Source: an optimization exercise on an open RTL-to-GDS flow (aim: small area, a short achievable clock period and few clock cycles). Production flows keep margins and buffers that such runs may drop.

==> exp/cedar <==
Design midi_tempo_tracker, start of the top module:
module midi_tempo_tracker #(
    parameter int TIME_BITS      = 24,
    parameter int COUNT_BITS     = 16,
    parameter int FOLD_MIN_COUNT = 8
) (
    input  logic                  clk,
    input  logic                  rst_n,
    input  logic                  in_valid,
    output logic                  in_stall,
    input  logic [1:0]            event_kind,
    input  logic [6:0]            controller,
    input  logic [6:0]            ctrl_value,
    input  logic [TIME_BITS-1:0]  delta_time,
    output logic                  out_valid,
    input  logic                  out_stall,
    output logic [TIME_BITS-1:0]  note_period,
    output logic [TIME_BITS-1:0]  pedal_period,
    output logic [COUNT_BITS-1:0] note_count,
    output logic [1:0]            event_use,
    input  logic                  cfg_valid,
    output logic                  cfg_ready,
    input  logic [2:0]            cfg_index,
    input  logic [23:0]           cfg_data
);
Settings: LEC_CHECK=0, CAP_MARGIN=20, CORE_MARGIN=2, CORE_UTILIZATION=40, SLEW_MARGIN=20; clock period 10.0 ns.
run.sh (not shown) runs the stock make flow with config.mk's settings and CLKGATE_MAP_FILE= SYNTH_SCRIPT=/design/flow/synth_recipe.tcl, a recipe that flattens the netlist after the stock synthesis.
==> inputs of exp/quartz, as changes to exp/cedar <==
--- a/flow/design.v
+++ b/flow/design.v
@@ -438,16 +438,134 @@
             begin
                 j_reg <= j_reg - JW'(1);
                 m_reg <= {1'b0, qnib};
             end
             S_F:
                 cdiv_reg <= nent_reg >> 1;
             default: ;
         endcase
+        case (st_reg)
+            S_IDLE:
+                if (!go && (dirty_n_reg || dirty_p_reg))
+                begin
+                    kd_reg     <= !dirty_n_reg;
+                    fchk_reg   <= 1'b0;
+                    pfirst_reg <= 1'b1;
+                end
+            S_D:
+            begin
+                tadd_reg <= 1'b0;
+                if (!dbad)
+                begin
+                    if (kd_reg)
+                        prem_reg <= dr;
+                    else
+                        nrem_reg <= dr;
+                end
+            end
+            S_M2:
+            begin
+                if (kd_reg)
+                begin
+                    prem_reg <= dr;
+                    plo_reg  <= plnext;
+                    phi_reg  <= phnext;
+                end
+                else
+                begin
+                    nrem_reg <= dr;
+                    nlo_reg  <= plnext;
+                    nhi_reg  <= phnext;
+                end
+            end
+            S_S0:
+            begin
+                tadd_reg <= 1'b0;
+                if (kd_reg)
+                begin
+                    pbig_reg <= 1'b0;
+                    plo_reg  <= '0;
+                    phi_reg  <= '0;
+                end
+                else
+                begin
+                    nbig_reg <= 1'b0;
+                    nlo_reg  <= '0;
+                    nhi_reg  <= '0;
+                end
+            end
+            S_SK:
+            begin
+                if (kd_reg)
+                begin
+                    pbig_reg <= pbig_reg || (pmean_reg[TB-1:TB-NB] != '0);
+                    plo_reg  <= plnext;
+                    phi_reg  <= phnext;
+                end
+                else
+                begin
+                    nbig_reg <= nbig_reg || (nmean_reg[TB-1:TB-NB] != '0);
+                    nlo_reg  <= plnext;
+                    nhi_reg  <= phnext;
+                end
+                if (j_reg == '0)
+                begin
+                    if (kd_reg)
+                        prem_reg <= dr;
+                    else
+                        nrem_reg <= dr;
+                end
+            end
+            S_F:
+            begin
+                rec0_reg <= fsum_w[TB] ? TMAX : fsum_w[TB-1:0];
+                rec1_reg <= '0;
+                rec2_reg <= '0;
+                fchk_reg <= 1'b0;
+            end
+            S_M1: ;
+            default:    
+            begin
+                if (kd_reg)
+                begin
+                    plo_reg <= (st_reg == S_PP && pfirst_reg) ? '0 : plnext;
+                    phi_reg <= (st_reg == S_PP && pfirst_reg) ? '0 : phnext;
+                end
+                else
+                begin
+                    nlo_reg <= (st_reg == S_PP && pfirst_reg) ? '0 : plnext;
+                    nhi_reg <= (st_reg == S_PP && pfirst_reg) ? '0 : phnext;
+                end
+                pfirst_reg <= (st_reg == S_SF) && bk;
+            end
+        endcase
+        if (go)
+        begin
+            if (c_fn || c_fp)
+                use_reg <= mtt_pkg::USE_FIRST;
+            else if (c_jn)
+                use_reg <= mtt_pkg::USE_NOTE;
+            else if (c_jp)
+                use_reg <= mtt_pkg::USE_PEDAL;
+            else
+                use_reg <= mtt_pkg::USE_IGNORED;
+            if (n_push)
+            begin
+                rec2_reg <= rec1_reg;
+                rec1_reg <= rec0_reg;
+                rec0_reg <= v;
+            end
+            if (n_push || p_push)
+            begin
+                kd_reg   <= c_jp;
+                fchk_reg <= c_jn && direct;
+                tadd_reg <= 1'b1;
+            end
+        end
     end
     always_ff @(posedge clk or negedge rst_n)
     begin
         if (!rst_n)
         begin
             st_reg       <= S_IDLE;
             min_gap_reg  <= '0;
             lo_reg       <= 12'd205;
@@ -458,41 +576,25 @@
             fnote_reg    <= 1'b1;
             fpedal_reg   <= 1'b1;
             ngap_reg     <= '0;
             pgap_reg     <= '0;
             ntot_reg     <= '0;
             ptot_reg     <= '0;
             nent_reg     <= '0;
             pent_reg     <= '0;
-            rec0_reg     <= '0;
-            rec1_reg     <= '0;
-            rec2_reg     <= '0;
             half_reg     <= '0;
             nmean_reg    <= '0;
             pmean_reg    <= '0;
-            nrem_reg     <= '0;
-            prem_reg     <= '0;
-            nbig_reg     <= 1'b0;
-            pbig_reg     <= 1'b0;
             nmiss_reg    <= '0;
             pmiss_reg    <= '0;
-            nlo_reg      <= '0;
-            nhi_reg      <= '0;
-            plo_reg      <= '0;
-            phi_reg      <= '0;
-            kd_reg       <= 1'b0;
-            fchk_reg     <= 1'b0;
-            tadd_reg     <= 1'b0;
-            pfirst_reg   <= 1'b0;
             dirty_n_reg  <= 1'b0;
             dirty_p_reg  <= 1'b0;
             ov_reg       <= 1'b0;
             owe_reg      <= 1'b0;
-            use_reg      <= mtt_pkg::USE_IGNORED;
         end
         else
         begin
             if (ov_now && !out_stall)
                 ov_reg <= 1'b0;
             if (take)
                 ib_valid_reg <= 1'b1;
             else if (go)
@@ -500,152 +602,90 @@
             case (st_reg)
                 S_IDLE:
                 begin
                     if (go)
                         ;
                     else if (dirty_n_reg)
                     begin
                         dirty_n_reg <= 1'b0;
-                        kd_reg      <= 1'b0;
-                        fchk_reg    <= 1'b0;
-                        pfirst_reg  <= 1'b1;
                         st_reg      <= S_PP;
                     end
                     else if (dirty_p_reg)
                     begin
                         dirty_p_reg <= 1'b0;
-                        kd_reg      <= 1'b1;
-                        fchk_reg    <= 1'b0;
-                        pfirst_reg  <= 1'b1;
                         st_reg      <= S_PP;
                     end
                 end
                 S_D:
                 begin
                     if (kd_reg)
                         ptot_reg <= ta;
                     else
                         ntot_reg <= ta;
-                    tadd_reg <= 1'b0;
                     if (dbad)
                         st_reg <= S_M1;
                     else
                     begin
-                        if (kd_reg)
-                            prem_reg <= dr;
-                        else
-                            nrem_reg <= dr;
                         ov_reg <= 1'b1;
                         st_reg <= S_P;
                     end
                 end
                 S_M1:
                     st_reg <= dbad ? S_S0 : S_M2;
                 S_M2:
                 begin
                     if (kd_reg)
-                    begin
-                        prem_reg  <= dr;
                         pmean_reg <= qadd;
-                        plo_reg   <= plnext;
-                        phi_reg   <= phnext;
-                    end
                     else
-                    begin
-                        nrem_reg  <= dr;
                         nmean_reg <= qadd;
-                        nlo_reg   <= plnext;
-                        nhi_reg   <= phnext;
-                    end
                     ov_reg <= 1'b1;
                     st_reg <= S_P;
                 end
                 S_S0:
                 begin
                     if (kd_reg)
                     begin
                         ptot_reg  <= ta;
                         pmean_reg <= '0;
-                        pbig_reg  <= 1'b0;
-                        plo_reg   <= '0;
-                        phi_reg   <= '0;
                     end
                     else
                     begin
                         ntot_reg  <= ta;
                         nmean_reg <= '0;
-                        nbig_reg  <= 1'b0;
-                        nlo_reg   <= '0;
-                        nhi_reg   <= '0;
                     end
-                    tadd_reg <= 1'b0;
                     st_reg   <= S_SK;
                 end
                 S_SK:
                 begin
                     if (kd_reg)
-                    begin
                         pmean_reg <= {pmean_reg[TB-NB-1:0], dq};
-                        pbig_reg  <= pbig_reg || (pmean_reg[TB-1:TB-NB] != '0);
-                        plo_reg   <= plnext;
-                        phi_reg   <= phnext;
-                    end
                     else
-                    begin
                         nmean_reg <= {nmean_reg[TB-NB-1:0], dq};
-                        nbig_reg  <= nbig_reg || (nmean_reg[TB-1:TB-NB] != '0);
-                        nlo_reg   <= plnext;
-                        nhi_reg   <= phnext;
-                    end
                     if (j_reg == '0)
-                    begin
-                        if (kd_reg)
-                            prem_reg <= dr;
-                        else
-                            nrem_reg <= dr;
                         st_reg <= S_SF;
-                    end
                 end
                 S_F:
                 begin
                     if (nent_reg[0])
                         ntot_reg <= ta;
-                    rec0_reg <= fsum_w[TB] ? TMAX : fsum_w[TB-1:0];
-                    rec1_reg <= '0;
-                    rec2_reg <= '0;
                     nent_reg <= nent_reg >> 1;
-                    fchk_reg <= 1'b0;
                     st_reg   <= S_S0;
                 end
                 default:    
                 begin
-                    if (kd_reg)
-                    begin
-                        plo_reg <= (pfirst_reg) ? '0 : plnext;
-                        phi_reg <= (pfirst_reg) ? '0 : phnext;
-                    end
-                    else
-                    begin
-                        nlo_reg <= (pfirst_reg) ? '0 : plnext;
-                        nhi_reg <= (pfirst_reg) ? '0 : phnext;
-                    end
                     if (st_reg == S_P)
                     begin
                         if (kd_reg)
                             pmean_reg <= qadd;
                         else
                             nmean_reg <= qadd;
                     end
-                    pfirst_reg <= 1'b0;
                     if (st_reg == S_SF && bk)
-                    begin
-                        pfirst_reg <= 1'b1;
-                        st_reg     <= S_PP;
-                    end
+                        st_reg <= S_PP;
                     else if (prod_done)
                     begin
                         if (fold)
                         begin
                             ov_reg <= 1'b0;
                             st_reg <= S_F;
                         end
                         else
@@ -657,91 +697,68 @@
                         end
                     end
                 end
             endcase
             if (go)
             begin
                 ov_reg <= 1'b1;
                 if (c_fn)
-                begin
                     fnote_reg <= 1'b0;
-                    use_reg   <= mtt_pkg::USE_FIRST;
-                end
                 else if (c_fp)
-                begin
                     fpedal_reg <= 1'b0;
-                    use_reg    <= mtt_pkg::USE_FIRST;
-                end
                 else
                 begin
                     ngap_reg <= nsum;
                     pgap_reg <= psum;
-                    use_reg  <= mtt_pkg::USE_IGNORED;
                     if (c_jn)
                     begin
                         ngap_reg <= '0;
-                        use_reg  <= mtt_pkg::USE_NOTE;
                         if (n_push)
                         begin
-                            rec2_reg  <= rec1_reg;
-                            rec1_reg  <= rec0_reg;
-                            rec0_reg  <= v;
                             nent_reg  <= csum;
                             nmiss_reg <= '0;
                             if (!direct)
                                 half_reg <= '0;
                         end
                         else if (n_half)
                             half_reg <= nsum;
                         else if (miss_inc > {1'b0, nlim_reg})
                         begin
                             nent_reg  <= '0;
                             ntot_reg  <= '0;
                             nmean_reg <= '0;
-                            nrem_reg  <= '0;
-                            nbig_reg  <= 1'b0;
-                            nlo_reg   <= '0;
-                            nhi_reg   <= '0;
                             nmiss_reg <= '0;
                         end
                         else
                             nmiss_reg <= miss_inc[7:0];
                     end
                     else if (c_jp)
                     begin
                         pgap_reg <= '0;
-                        use_reg  <= mtt_pkg::USE_PEDAL;
                         if (p_push)
                         begin
                             pent_reg  <= csum;
                             pmiss_reg <= '0;
                         end
                         else if (miss_inc > {1'b0, plim_reg})
                         begin
                             pent_reg  <= '0;
                             ptot_reg  <= '0;
                             pmean_reg <= '0;
-                            prem_reg  <= '0;
-                            pbig_reg  <= 1'b0;
-                            plo_reg   <= '0;
-                            phi_reg   <= '0;
                             pmiss_reg <= '0;
                         end
                         else
                             pmiss_reg <= miss_inc[7:0];
                     end
                 end
                 if (n_push || p_push)
                 begin
                     ov_reg   <= 1'b0;
                     owe_reg  <= 1'b1;
-                    kd_reg   <= c_jp;
-                    fchk_reg <= c_jn && direct;
-                    tadd_reg <= 1'b1;
                     st_reg   <= fastok ? S_D : S_S0;
                 end
             end
             if (cfg_valid)
             begin
                 case (cfg_index)
                     mtt_pkg::REG_MIN_GAP:     min_gap_reg <= TB'(cfg_data);
                     mtt_pkg::REG_LOWER:       lo_reg      <= cfg_data[11:0];
==> flow/config.mk (replaced) <==
export PLATFORM = sky130hd
export DESIGN_NAME = midi_tempo_tracker
export DESIGN_NICKNAME = midi_tempo_tracker
export VERILOG_FILES = /design/flow/design.v
export SDC_FILE = /design/flow/constraint.sdc
export NUM_CORES = 4
export LEC_CHECK = 0
export CAP_MARGIN = 20
export CORE_MARGIN = 2
export CORE_UTILIZATION = 40
export SETUP_SLACK_MARGIN = 0.2
export SLEW_MARGIN = 20
==> qor summary <==
item                                                                                         exp/cedar                 exp/quartz
Synthesis-to-finish area growth                                                                  19.2%                      18.8%
Cell at the slowest stage of the critical path                                   sky130_fd_sc_hd__fa_1  sky130_fd_sc_hd__edfxtp_1
Result of the run                                                             finished with violations   finished with violations
Reasons for failing layout checks                                                 negative setup slack       negative setup slack
First-pass detailed-route iteration total                                                           10                          6
Per-cell routed wire length                                                                    25.6 um                    25.0 um
Total Negative Setup Slacks                                                                  -20.64 ns                   -1.51 ns
Non-filler instance count after layout                                                           10600                       9534
Layout fillers                                                                                   15900                      14800
Cell with the most instances on the worst path                                 sky130_fd_sc_hd__a21o_1     sky130_fd_sc_hd__buf_6
Final #Nets                                                                                       9373                       8475
Number of design-rule violations left by the first detailed-router iteration                      7399                       5264
Hold Path Origin                                                                          pmiss_reg[0]               rec2_reg[19]
Skew-Pair Late Insertion Delay                                                                 0.76 ns                    0.74 ns
Non-Filler Cell Area, Final                                                                  80500 um2                  75800 um2
Function was not checked in any run of this note: the RTL went through the layout flow alone.

==> inputs of 01-24 <==
midi_tempo_tracker, a different RTL version from the one above (not shown whole).
make LEC_CHECK=0 CAP_MARGIN=20 CORE_MARGIN=2 CORE_UTILIZATION=40 SLEW_MARGIN=20 finish   # period 10.0 ns
==> inputs of 10-16, as changes to 01-24 <==
--- a/flow/design.v
+++ b/flow/design.v
@@ -167,16 +167,21 @@
     logic          dirty_n_reg, dirty_p_reg;
     logic          ov_reg;
     logic          owe_reg;       
     logic [1:0]    use_reg;
     logic          in_p;
     logic [PW-1:0] plnext, phnext;
     logic [TB-1:0] qadd;
+    logic [PW-1:0] nlo_eff, nhi_eff, plo_eff, phi_eff;
     logic [TB-1:0] nmean_eff, pmean_eff;
     assign in_p      = (st_reg == S_P);
+    assign nlo_eff   = (in_p && !kd_reg) ? plnext : nlo_reg;
+    assign nhi_eff   = (in_p && !kd_reg) ? phnext : nhi_reg;
+    assign plo_eff   = (in_p &&  kd_reg) ? plnext : plo_reg;
+    assign phi_eff   = (in_p &&  kd_reg) ? phnext : phi_reg;
     assign nmean_eff = (in_p && !kd_reg) ? qadd : nmean_reg;
     assign pmean_eff = (in_p &&  kd_reg) ? qadd : pmean_reg;
     logic [TB:0]   nsum_w, psum_w, hsum_w;
     logic [TB-1:0] nsum, psum, hsum;
     mtt_add #(.W(TB)) u_nsum (.a(ngap_reg), .b(ib_delta_reg), .ci(1'b0),
                               .s(nsum_w[TB-1:0]), .co(nsum_w[TB]));
     mtt_add #(.W(TB)) u_psum (.a(pgap_reg), .b(ib_delta_reg), .ci(1'b0),
@@ -187,17 +192,17 @@
                               .s(hsum_w[TB-1:0]), .co(hsum_w[TB]));
     assign hsum   = hsum_w[TB] ? TMAX : hsum_w[TB-1:0];
     logic [TB-1:0]   d;
     logic [PW-9:0]   wlo, whi;
     logic            whz;
     logic            w1, w2, nempty, pempty, empty, direct;
     assign d      = ib_note_reg ? nsum : psum;
-    assign wlo    = ib_note_reg ? nlo_reg[PW-1:8] : plo_reg[PW-1:8];
-    assign whi    = ib_note_reg ? nhi_reg[PW-1:8] : phi_reg[PW-1:8];
-    assign whz    = ib_note_reg ? (nhi_reg[7:0] != '0) : (phi_reg[7:0] != '0);
+    assign wlo    = ib_note_reg ? nlo_eff[PW-1:8] : plo_eff[PW-1:8];
+    assign whi    = ib_note_reg ? nhi_eff[PW-1:8] : phi_eff[PW-1:8];
+    assign whz    = ib_note_reg ? (nhi_eff[7:0] != '0) : (phi_eff[7:0] != '0);
     logic w1l, w1h, w2l, w2h, w1hn, w2hn;
     logic [PW-9:0] d1x, d2x;
     assign d1x = (PW-8)'(d);
     assign d2x = (PW-8)'({d, 1'b0});
     mtt_add #(.W(PW-8)) u_w1l (.a(d1x), .b(~wlo), .ci(1'b0), .s(), .co(w1l));
     mtt_add #(.W(PW-7)) u_w1h (.a({d1x, 1'b0}), .b(~{whi, whz}), .ci(1'b1), .s(), .co(w1hn));
     mtt_add #(.W(PW-8)) u_w2l (.a(d2x), .b(~wlo), .ci(1'b0), .s(), .co(w2l));
@@ -232,15 +237,15 @@
     mtt_add #(.W(CB)) u_cinc (.a(csel), .b('0), .ci(1'b1), .s(cinc), .co(cinc_co));
     assign csum   = cinc_co ? CMAX : cinc;
     logic [KW-1:0] xa, xr, xcnt, xq, xdv, xhh, xnv;
     logic [KW-1:0] xds, xdc, xd, xh1s, xh1c, xh2s, xh2c, xh;
     logic          xdbad, xhbad, xbad_w;
     assign xr   = KW'(ib_note_reg ? nrem_reg : prem_reg);
     assign xcnt = KW'(cinc) << OL;
-    assign xq   = ~(KW'(ib_note_reg ? nmean_reg : pmean_reg));
+    assign xq   = ~(KW'(ib_note_reg ? nmean_eff : pmean_eff));
     assign xdv  = KW'(d);
     assign xhh  = KW'(half_reg);
     assign xnv  = KW'(nsum);
     mtt_add #(.W(KW)) u_xa (.a(xr), .b(xcnt), .ci(1'b0), .s(xa), .co());
     mtt_csa #(.W(KW)) u_xdcsa (.a(xa), .b(xdv), .c(xq), .s(xds), .cy(xdc));
     mtt_add #(.W(KW)) u_xd (.a(xds), .b(xdc), .ci(1'b1), .s(xd), .co());
     mtt_csa #(.W(KW)) u_xh1 (.a(xa), .b(xhh), .c(xq), .s(xh1s), .cy(xh1c));
@@ -365,17 +370,15 @@
     logic [TB-1:0] qm;
     assign qm = (st_reg == S_M2) ? {{(TB-NB-1){m_reg[NB]}}, m_reg} << NB
                                  : {{(TB-NB-1){m_reg[NB]}}, m_reg};
     mtt_add #(.W(TB)) u_qadd (.a(qk), .b(qm), .ci(1'b0), .s(qadd), .co());
     logic consume, take;
     logic ov_now;
     assign ov_now    = ov_reg && !(in_p && fold);
-    logic same_kind;
-    assign same_kind = kd_reg ? ib_pedal_reg : ib_note_reg;
-    assign consume   = ((st_reg == S_IDLE) || (in_p && !fold && !same_kind)) &&
+    assign consume   = ((st_reg == S_IDLE) || (in_p && !fold)) &&
                        !dirty_n_reg && !dirty_p_reg && !(ov_now && out_stall);
     assign in_stall  = ib_valid_reg && !consume;
     assign take      = in_valid && !in_stall;
     assign cfg_ready = 1'b1;
     assign out_valid = ov_now;
     logic go;
     assign go = consume && ib_valid_reg;
==> run notes <==
- Pin slew with the least headroom to its limit: 1.28 ns
- DR WL/cell: ~26 µm
- Proportion of final cell area spent on non-clock buffers: under 10%
- Number of detailed-routing iterations run before antenna repair: 7
- Layout check failures: negative setup slack
- Status: failed layout checks
- Final Worst Setup Slack: -0.107 ns
- Final setup vio count: slightly below 100
(the above is from 10-16)
==> run notes <==
- CP endpoint kind: output pin
- Final setup vio count: 2
- Hold path depth: 2
- Number of detailed-routing iterations run before antenna repair: 6
- CTS root buffer: sky130_fd_sc_hd__clkbuf_16
- Final Worst Setup Slack: -0.177 ns
- Pin slew with the least headroom to its limit: 1.15 ns
- Proportion of final cell area spent on non-clock buffers: 4.54%
- Top delay family on crit path: compound AO/OA/AOI/OAI gates
- Status: failed layout checks
- DR WL/cell: 23.8 µm
- Layout check failures: negative setup slack
(the above is from 01-24)
No run of this note included a check of the RTL's function; only the layout flow was run.

## what the ideal ports hide
In the flow no input, the clock included, has a driving cell. The finished layouts below were timed again as built, in two steps.
Step 1 assumes that a clkbuf_16 drives the clock port and a buf_2 every other input.
Step 2 moves the port delays by t, midway between the first and last clock arrival at a register: inputs arrive t later, outputs are due t later. That takes back most of the time a late clock gives input paths.
Slacks: ideal / step 1 / step 2; pairs: ideal / step 1.
run | t (ns) | setup slack, ns | slew at the worst register clock pin (ns) | worst slew at a driven data input, ns | pins driven straight from the clock port
exp/cedar | 0.825 | -0.187 / -0.187 / -0.187 | 0.07 / 0.07 | 0.05 | 1
exp/quartz | 0.799 | -0.064 / -0.142 / -0.064 | 0.07 / 0.07 | 0.06 | 1
01-24 | 0.798 | -0.177 / -0.265 / 0.524 | 0.07 / 0.07 | 0.07 | 1
10-16 | 0.806 | -0.107 / -0.116 / -0.107 | 0.07 / 0.07 | 0.08 | 1
